What follows belongs to an exercise in optimizing a design on an open flow for small area, a short achievable clock period and few clock cycles per item; a production flow would make more cautious choices.
Only simulation tests tie the RTL to the original design; equivalence was not proved.
No activity file was given, so power comes from the tool's default toggle rates.

// trailing_moving_average
module trailing_moving_average (
    input  wire logic                              i_clk,
    input  wire logic                              i_rst_n,
    input  wire logic                              i_valid,
    output logic                                   o_stall,
    input  wire logic signed [tma_pkg::DATA_W-1:0] i_sample,
    input  wire logic                              i_first_of_set,
    output logic                                   o_valid,
    input  wire logic                              i_stall,
    output logic signed [tma_pkg::DATA_W-1:0]      o_average,
    input  wire logic                              i_cfg_valid,
    output logic                                   o_cfg_ready,
    input  wire logic [tma_pkg::CFG_W-1:0]         i_cfg_data
);
    localparam int DW    = 32;
    localparam int SW    = 38;
    localparam int LW    = 6;               
    localparam int DIV_S = DW / 2;          
    logic sk_v;     
    logic en;
    logic en_d;
    logic rdy;
    assign o_stall     = sk_v;
    assign o_cfg_ready = rdy;
    logic          v0, c0, f0;
    logic [DW-1:0] d0;
    logic [6:0]    g0;
    always_ff @(posedge i_clk) begin
        if (!i_rst_n) begin
            v0 <= 1'b0;
  ...
For scale: roughly 6000 cells after synthesis, about 0.11 mm^2 of cells after synthesis.
clock: 8.0 ns
lec_check: 0
cap_margin: 20
core_margin: 2
core_utilization: 40
cts_cluster_diameter: 100
cts_cluster_size: 24
setup_slack_margin: 5
slew_margin: 20
run.sh (not shown) runs the stock make flow with config.mk's settings and CLKGATE_MAP_FILE= SYNTH_SCRIPT=/design/flow/synth_recipe.tcl, a recipe that flattens the netlist after the stock synthesis.
Testbench counts at the start, summed over its fixed seeds: cycles 4,992, items 4,800.
Rerun with:
--- a/flow/design.v
+++ b/flow/design.v
@@ -46,28 +46,26 @@
     output logic                                   o_valid,
     input  wire logic                              i_stall,
     output logic signed [tma_pkg::DATA_W-1:0]      o_average,
     input  wire logic                              i_cfg_valid,
     output logic                                   o_cfg_ready,
     input  wire logic [tma_pkg::CFG_W-1:0]         i_cfg_data
 );
     localparam int DW    = 32;
     localparam int SW    = 38;
     localparam int LW    = 6;               
     localparam int DIV_S = DW / 2;          
+    logic en;       
     logic sk_v;     
-    logic en;
-    logic en_d;
-    logic rdy;
     assign o_stall     = sk_v;
-    assign o_cfg_ready = rdy;
+    assign o_cfg_ready = !sk_v;
     logic          v0, c0, f0;
     logic [DW-1:0] d0;
     logic [6:0]    g0;
     always_ff @(posedge i_clk) begin
         if (!i_rst_n) begin
             v0 <= 1'b0;
             c0 <= 1'b0;
         end else if (en) begin
             v0 <= i_valid;
             c0 <= i_cfg_valid;
         end
@@ -217,65 +215,59 @@
         for (genvar k = 0; k < K; k++) begin : g_step
             logic [LW:0] trial, pm, pp;
             assign trial  = {p[k][LW-1:0], x[k][DW-1]};
             assign pm     = trial + {1'b1, ~im};                 
             assign pp     = trial + {1'b0, im} + 7'd1;           
             assign p[k+1] = p[k][LW] ? pp : pm;
             assign x[k+1] = {x[k][DW-2:0], !p[k+1][LW]};
         end
         always_ff @(posedge i_clk) begin
             if (!i_rst_n) begin
                 dv[s] <= 1'b0;
-            end else if (en_d) begin
+            end else if (en) begin
                 dv[s] <= iv;
             end
         end
         always_ff @(posedge i_clk) begin
-            if (en_d) begin
+            if (en) begin
                 dp[s] <= p[K];
                 dx[s] <= x[K];
                 dm[s] <= im;
             end
         end
     end
     logic          vl;
     logic [DW-1:0] res;
     logic          out_v;
     logic [DW-1:0] out_d, sk_d;
     logic          pop, push;
     logic rem_nz;
     assign rem_nz = dp[DIV_S-1][LW] ? (dp[DIV_S-1] != {1'b1, ~dm[DIV_S-1]})
                                     : (dp[DIV_S-1] != '0);
     assign vl     = dv[DIV_S-1];
     assign res    = {~dx[DIV_S-1][DW-1], dx[DIV_S-1][DW-2:0]}
                   + {31'd0, !dx[DIV_S-1][DW-1] && rem_nz};
     assign pop  = out_v && !i_stall;
     assign push = en && vl;
-    logic fill_sk;                     
-    assign fill_sk = out_v && !pop && push;
     always_ff @(posedge i_clk) begin
         if (!i_rst_n) begin
             out_v <= 1'b0;
             sk_v  <= 1'b0;
             en    <= 1'b1;
-            en_d  <= 1'b1;
-            rdy   <= 1'b1;
         end else begin
             out_v <= pop ? (sk_v || push) : (out_v || push);
-            sk_v  <= sk_v ? !pop : fill_sk;
-            en    <= sk_v ? pop : !fill_sk;
-            en_d  <= en_d ? !fill_sk : pop;
-            rdy   <= rdy ? !fill_sk : pop;
+            sk_v  <= sk_v ? !pop : (out_v && !pop && push);
+            en    <= sk_v ? pop : !(out_v && !pop && push);
         end
     end
     always_ff @(posedge i_clk) begin
         if (!out_v || !i_stall) begin
-            out_d <= en_d ? res : sk_d;
-        end
-        if (en_d) begin
+            out_d <= sk_v ? sk_d : res;
+        end
+        if (en) begin
             sk_d <= res;
         end
     end
     assign o_valid   = out_v;
     assign o_average = out_d;
 endmodule
 `default_nettype wire
- sequential share of layout area goes down by 1.3 points
- combinational power rises by 12%
- via count climbs by 1.9%
- global-route usage came out higher by 0.14 points
- power rises by 3.2%
- area after synthesis climbs by 0.54%
- worst setup slack is worse by 0.096 ns
- count of clock-buffer cells in the layout is higher by 8
- clock power is higher by 3.7%
Testbench counts after the change, summed over its fixed seeds: cycles 4,992, items 4,800.

The RTL this note starts from:
==> flow/design.v <==
`timescale 1ns / 1ps
`default_nettype none
package tma_pkg;
    localparam int MAX_WINDOW = 64;
    localparam int DATA_W     = 32;
    localparam int CFG_W      = 7;
    localparam int SLOT_W     = $clog2(MAX_WINDOW);
    localparam int CNT_W      = $clog2(MAX_WINDOW + 1);
    localparam int SUM_W      = DATA_W + SLOT_W;
    localparam int ITER_W     = $clog2(SUM_W);
    localparam logic [CFG_W-1:0] WINDOW_RESET = CFG_W'(4);
    typedef struct packed {
        logic cfg_write;
        logic accept;
        logic read_old;
        logic update;
        logic div_load;
        logic div_step;
        logic out_load;
    } t_ctrl_cmd;
    typedef struct packed {
        logic div_last;
    } t_dp_status;
    function automatic logic [CNT_W-1:0] eff_window(input logic [CFG_W-1:0] v);
        logic [CNT_W-1:0] w;
        if (v == '0) begin
            w = CNT_W'(1);
        end else if (int'(v) > MAX_WINDOW) begin
            w = CNT_W'(MAX_WINDOW);
        end else begin
            w = CNT_W'(v);
        end
        eff_window = w;
    endfunction
endpackage
`default_nettype wire
`timescale 1ns / 1ps
`default_nettype none
module trailing_moving_average (
    input  wire logic                              i_clk,
    input  wire logic                              i_rst_n,
    input  wire logic                              i_valid,
    output logic                                   o_stall,
    input  wire logic signed [tma_pkg::DATA_W-1:0] i_sample,
    input  wire logic                              i_first_of_set,
    output logic                                   o_valid,
    input  wire logic                              i_stall,
    output logic signed [tma_pkg::DATA_W-1:0]      o_average,
    input  wire logic                              i_cfg_valid,
    output logic                                   o_cfg_ready,
    input  wire logic [tma_pkg::CFG_W-1:0]         i_cfg_data
);
    localparam int DW    = 32;
    localparam int SW    = 38;
    localparam int LW    = 6;               
    localparam int DIV_S = DW / 2;          
    logic sk_v;     
    logic en;
    logic en_d;
    logic rdy;
    assign o_stall     = sk_v;
    assign o_cfg_ready = rdy;
    logic          v0, c0, f0;
    logic [DW-1:0] d0;
    logic [6:0]    g0;
    always_ff @(posedge i_clk) begin
        if (!i_rst_n) begin
            v0 <= 1'b0;
            c0 <= 1'b0;
        end else if (en) begin
            v0 <= i_valid;
            c0 <= i_cfg_valid;
        end
    end
    always_ff @(posedge i_clk) begin
        if (en) begin
            d0 <= i_sample;
            f0 <= i_first_of_set;
            g0 <= i_cfg_data;
        end
    end
    logic [LW-1:0] wm1;                
    logic [LW:0]   fill;               
    logic [LW:0]   f;
    logic          full;
    logic [LW-1:0] g_m1;
    assign f    = f0 ? '0 : fill;
    assign full = !f0 && (fill > {1'b0, wm1});
    assign g_m1 = (g0 == 7'd0) ? 6'd0 : (g0 >= 7'd64) ? 6'd63 : 6'(g0 - 7'd1);
    always_ff @(posedge i_clk) begin
        if (!i_rst_n) begin
            wm1  <= 6'd3;
            fill <= '0;
        end else if (en) begin
            if (c0) begin
                wm1  <= g_m1;
                fill <= '0;
            end else if (v0) begin
                fill <= f0 ? 7'd1 : full ? fill : fill + 7'd1;
            end
        end
    end
    logic [DW-1:0] so [LW+1];          
    logic [DW-1:0] last;               
    assign so[0] = d0;
    for (genvar i = 0; i < LW; i++) begin : g_seg
        localparam int J = LW - 1 - i;
        localparam int L = 1 << J;
        logic [DW-1:0] e [L];
        always_ff @(posedge i_clk) begin
            if (en && v0) begin
                e[0] <= so[i];
                for (int k = 1; k < L; k++) begin
                    e[k] <= e[k-1];
                end
            end
        end
        assign so[i+1] = wm1[J] ? e[L-1] : so[i];
    end
    always_ff @(posedge i_clk) begin
        if (en && v0) begin
            last <= so[LW];
        end
    end
    localparam int HB = 19;            
    localparam int HW = SW - HB;       
    logic          v2, clr2, bw2;
    logic [HB-1:0] dlo2;               
    logic [DW-HB-1:0] dhi2, ohi2;      
    logic [LW-1:0] m2;                 
    logic [HB:0]   dlo_full;
    assign dlo_full = {1'b0, d0[HB-1:0]} - {1'b0, last[HB-1:0]};
    always_ff @(posedge i_clk) begin
        if (!i_rst_n) begin
            v2 <= 1'b0;
        end else if (en) begin
            v2 <= v0;
        end
    end
    always_ff @(posedge i_clk) begin
        if (en) begin
            dlo2 <= full ? dlo_full[HB-1:0] : d0[HB-1:0];
            bw2  <= full && dlo_full[HB];
            dhi2 <= d0[DW-1:HB];
            ohi2 <= full ? last[DW-1:HB] : '0;
            clr2 <= f0 || (fill == '0);
            m2   <= full ? wm1 : f[LW-1:0];
        end
    end
    logic          v3, clr3, c3;
    logic [HB-1:0] lo;
    logic [HW-1:0] dh3;
    logic [LW-1:0] m3;
    logic [HB:0]   lo_n;
    logic [HW:0]   dh_n;
    assign lo_n = {1'b0, clr2 ? {HB{1'b0}} : lo} + {1'b0, dlo2};
    assign dh_n = {{(SW-DW){dhi2[DW-HB-1]}}, dhi2, 1'b1}
                + {~{{(SW-DW){ohi2[DW-HB-1]}}, ohi2}, !bw2};
    always_ff @(posedge i_clk) begin
        if (!i_rst_n) begin
            v3 <= 1'b0;
        end else if (en) begin
            v3 <= v2;
        end
    end
    always_ff @(posedge i_clk) begin
        if (en) begin
            m3   <= m2;
            clr3 <= clr2;
            dh3  <= dh_n[HW:1];
            c3   <= lo_n[HB];
            if (v2) begin
                lo <= lo_n[HB-1:0];
            end
        end
    end
    logic          v4;
    logic [HW-1:0] hi;
    logic [HB-1:0] lo4;                
    logic [LW-1:0] m4;
    logic [HW:0]   hi_n;
    logic [SW-1:0] sum;
    assign hi_n = {clr3 ? {HW{1'b0}} : hi, 1'b1} + {dh3, c3};
    assign sum  = {hi, lo4};
    always_ff @(posedge i_clk) begin
        if (!i_rst_n) begin
            v4 <= 1'b0;
        end else if (en) begin
            v4 <= v3;
        end
    end
    always_ff @(posedge i_clk) begin
        if (en) begin
            m4  <= m3;
            lo4 <= lo;
            if (v3) begin
                hi <= hi_n[HW:1];
            end
        end
    end
    logic          dv [DIV_S];
    logic [LW:0]   dp [DIV_S];         
    logic [DW-1:0] dx [DIV_S];         
    logic [LW-1:0] dm [DIV_S];
    logic [LW:0]   p_last;             
    logic [DW-1:0] x_last;
    logic [LW-1:0] m_last;
    for (genvar s = 0; s < DIV_S; s++) begin : g_div
        localparam int K = (s == DIV_S - 1) ? 1 : 2;     
        logic          iv;
        logic [LW-1:0] im;
        logic [LW:0]   p [K+1];
        logic [DW-1:0] x [K+1];
        if (s == 0) begin : g_first
            assign iv   = v4;
            assign im   = m4;
            assign p[0] = sum[SW-1:DW-1];
            assign x[0] = {sum[DW-2:0], !sum[SW-1]};
        end else begin : g_next
            assign iv   = dv[s-1];
            assign im   = dm[s-1];
            assign p[0] = dp[s-1];
            assign x[0] = dx[s-1];
        end
        for (genvar k = 0; k < K; k++) begin : g_step
            logic [LW:0] trial, pm, pp;
            assign trial  = {p[k][LW-1:0], x[k][DW-1]};
            assign pm     = trial + {1'b1, ~im};                 
            assign pp     = trial + {1'b0, im} + 7'd1;           
            assign p[k+1] = p[k][LW] ? pp : pm;
            assign x[k+1] = {x[k][DW-2:0], !p[k+1][LW]};
        end
        always_ff @(posedge i_clk) begin
            if (!i_rst_n) begin
                dv[s] <= 1'b0;
            end else if (en_d) begin
                dv[s] <= iv;
            end
        end
        if (s == DIV_S - 1) begin : g_last
            assign p_last = p[K];
            assign x_last = x[K];
            assign m_last = im;
        end
        always_ff @(posedge i_clk) begin
            if (en_d) begin
                dp[s] <= p[K];
                dx[s] <= x[K];
                dm[s] <= im;
            end
        end
    end
    logic          inc_n, inc;
    assign inc_n  = !x_last[DW-1]
                    && (p_last[LW] ? (p_last != {1'b1, ~m_last}) : (p_last != '0));
    always_ff @(posedge i_clk) begin
        if (en_d) begin
            inc <= inc_n;
        end
    end
    logic          vl;
    logic [DW-1:0] res;
    logic          out_v;
    logic [DW-1:0] out_d, sk_d;
    logic          pop, push;
    assign vl     = dv[DIV_S-1];
    assign res    = {~dx[DIV_S-1][DW-1], dx[DIV_S-1][DW-2:0]} + {31'd0, inc};
    assign pop  = out_v && !i_stall;
    assign push = en && vl;
    logic fill_sk;                     
    assign fill_sk = out_v && !pop && push;
    always_ff @(posedge i_clk) begin
        if (!i_rst_n) begin
            out_v <= 1'b0;
            sk_v  <= 1'b0;
            en    <= 1'b1;
            en_d  <= 1'b1;
            rdy   <= 1'b1;
        end else begin
            out_v <= pop ? (sk_v || push) : (out_v || push);
            sk_v  <= sk_v ? !pop : fill_sk;
            en    <= sk_v ? pop : !fill_sk;
            en_d  <= en_d ? !fill_sk : pop;
            rdy   <= rdy ? !fill_sk : pop;
        end
    end
    always_ff @(posedge i_clk) begin
        if (!out_v || !i_stall) begin
            out_d <= en_d ? res : sk_d;
        end
        if (en_d) begin
            sk_d <= res;
        end
    end
    assign o_valid   = out_v;
    assign o_average = out_d;
endmodule
`default_nettype wire
Settings: LEC_CHECK=0, CAP_MARGIN=20, CORE_MARGIN=2, CORE_UTILIZATION=40, CTS_CLUSTER_DIAMETER=100, CTS_CLUSTER_SIZE=24, SETUP_SLACK_MARGIN=5, SLEW_MARGIN=20; clock period 8.0 ns.
The starting point passed the timing, DRC and antenna checks.
Testbench counts at the start, summed over its fixed seeds: cycles 4,992, items 4,800.
Rerun with:
--- a/flow/design.v
+++ b/flow/design.v
@@ -220,17 +220,26 @@
             assign iv   = dv[s-1];
             assign im   = dm[s-1];
             assign p[0] = dp[s-1];
             assign x[0] = dx[s-1];
         end
         for (genvar k = 0; k < K; k++) begin : g_step
-            logic [LW:0] trial, pm, pp;
-            assign trial  = {p[k][LW-1:0], x[k][DW-1]};
-            assign pm     = trial + {1'b1, ~im};                 
-            assign pp     = trial + {1'b0, im} + 7'd1;           
-            assign p[k+1] = p[k][LW] ? pp : pm;
+            logic [LW:0] trial;
+            assign trial = {p[k][LW-1:0], x[k][DW-1]};
+            if (k == 0) begin : g_one
+                logic          sub;
+                logic [LW+1:0] acc;
+                assign sub    = !p[k][LW];
+                assign acc    = {trial, 1'b1} + {{1'b0, im} ^ {(LW+1){sub}}, !sub};
+                assign p[k+1] = acc[LW+1:1];
+            end else begin : g_two
+                logic [LW:0] pm, pp;
+                assign pm     = trial + {1'b1, ~im};             
+                assign pp     = trial + {1'b0, im} + 7'd1;       
+                assign p[k+1] = p[k][LW] ? pp : pm;
+            end
             assign x[k+1] = {x[k][DW-2:0], !p[k+1][LW]};
         end
         always_ff @(posedge i_clk) begin
             if (!i_rst_n) begin
                 dv[s] <= 1'b0;
             end else if (en_d) begin
Effect: Design area goes down by 1.3%. Maximum frequency climbs by 0.69%. Utilization grows by 0.21 points. Worst setup slack gets better by 0.020 ns. Synthesized area drops by 1.5%. Via count drops by 3.4%. Die area fell by 1.5%. Synthesized cell count is lower by 4.3%. Power rises by 16%. Clock-buffer cell count increases by 11. Hold slack is about the same. Routed wire length went down by 4.4%.
Testbench counts after the change, summed over its fixed seeds: cycles 4,992, items 4,800.

## afterwards: timing with drivers on the ports
How much do the figures lean on ideal ports? The routed layouts below were timed once more, with nothing changed but the port constraints. Step 1, drivers: a clkbuf_16 drives i_clk and a buf_2 each remaining input, both assumed. Step 2, shift: input delay + t, output delay - t, t = (earliest + latest rising clock arrival at the registers) / 2. This alone moves slack from input paths to output paths. Three values: ideal ports, drivers, drivers and shift; two values: the first two.
| run | shift t [ns] | setup WS [ns] | hold WS [ns] | latest minus earliest clock arrival (ns) | worst slew at a driven data input, ns |
|---|---|---|---|---|---|
| the first run of note 1 | 0.911 | 5.049 / 4.959 / 4.585 | 0.367 / 0.367 / 0.367 | 0.110 / 0.109 | 0.19 |
| the second run of note 1 | 0.913 | 4.953 / 4.891 / 4.953 | 0.375 / 0.375 / 0.375 | 0.107 / 0.107 | 0.17 |
| the first run of note 2 | 0.924 | 5.056 / 4.959 / 4.713 | 0.387 / 0.387 / 0.387 | 0.083 / 0.083 | 0.16 |
| the second run of note 2 | 0.904 | 5.076 / 5.006 / 4.746 | 0.387 / 0.387 / 0.387 | 0.113 / 0.113 | 0.08 |
After both steps every run listed still meets setup and hold. The setup slack of the first run of note 1, which loses most, moves by -0.090 ns with the drivers and by -0.464 ns with both steps.
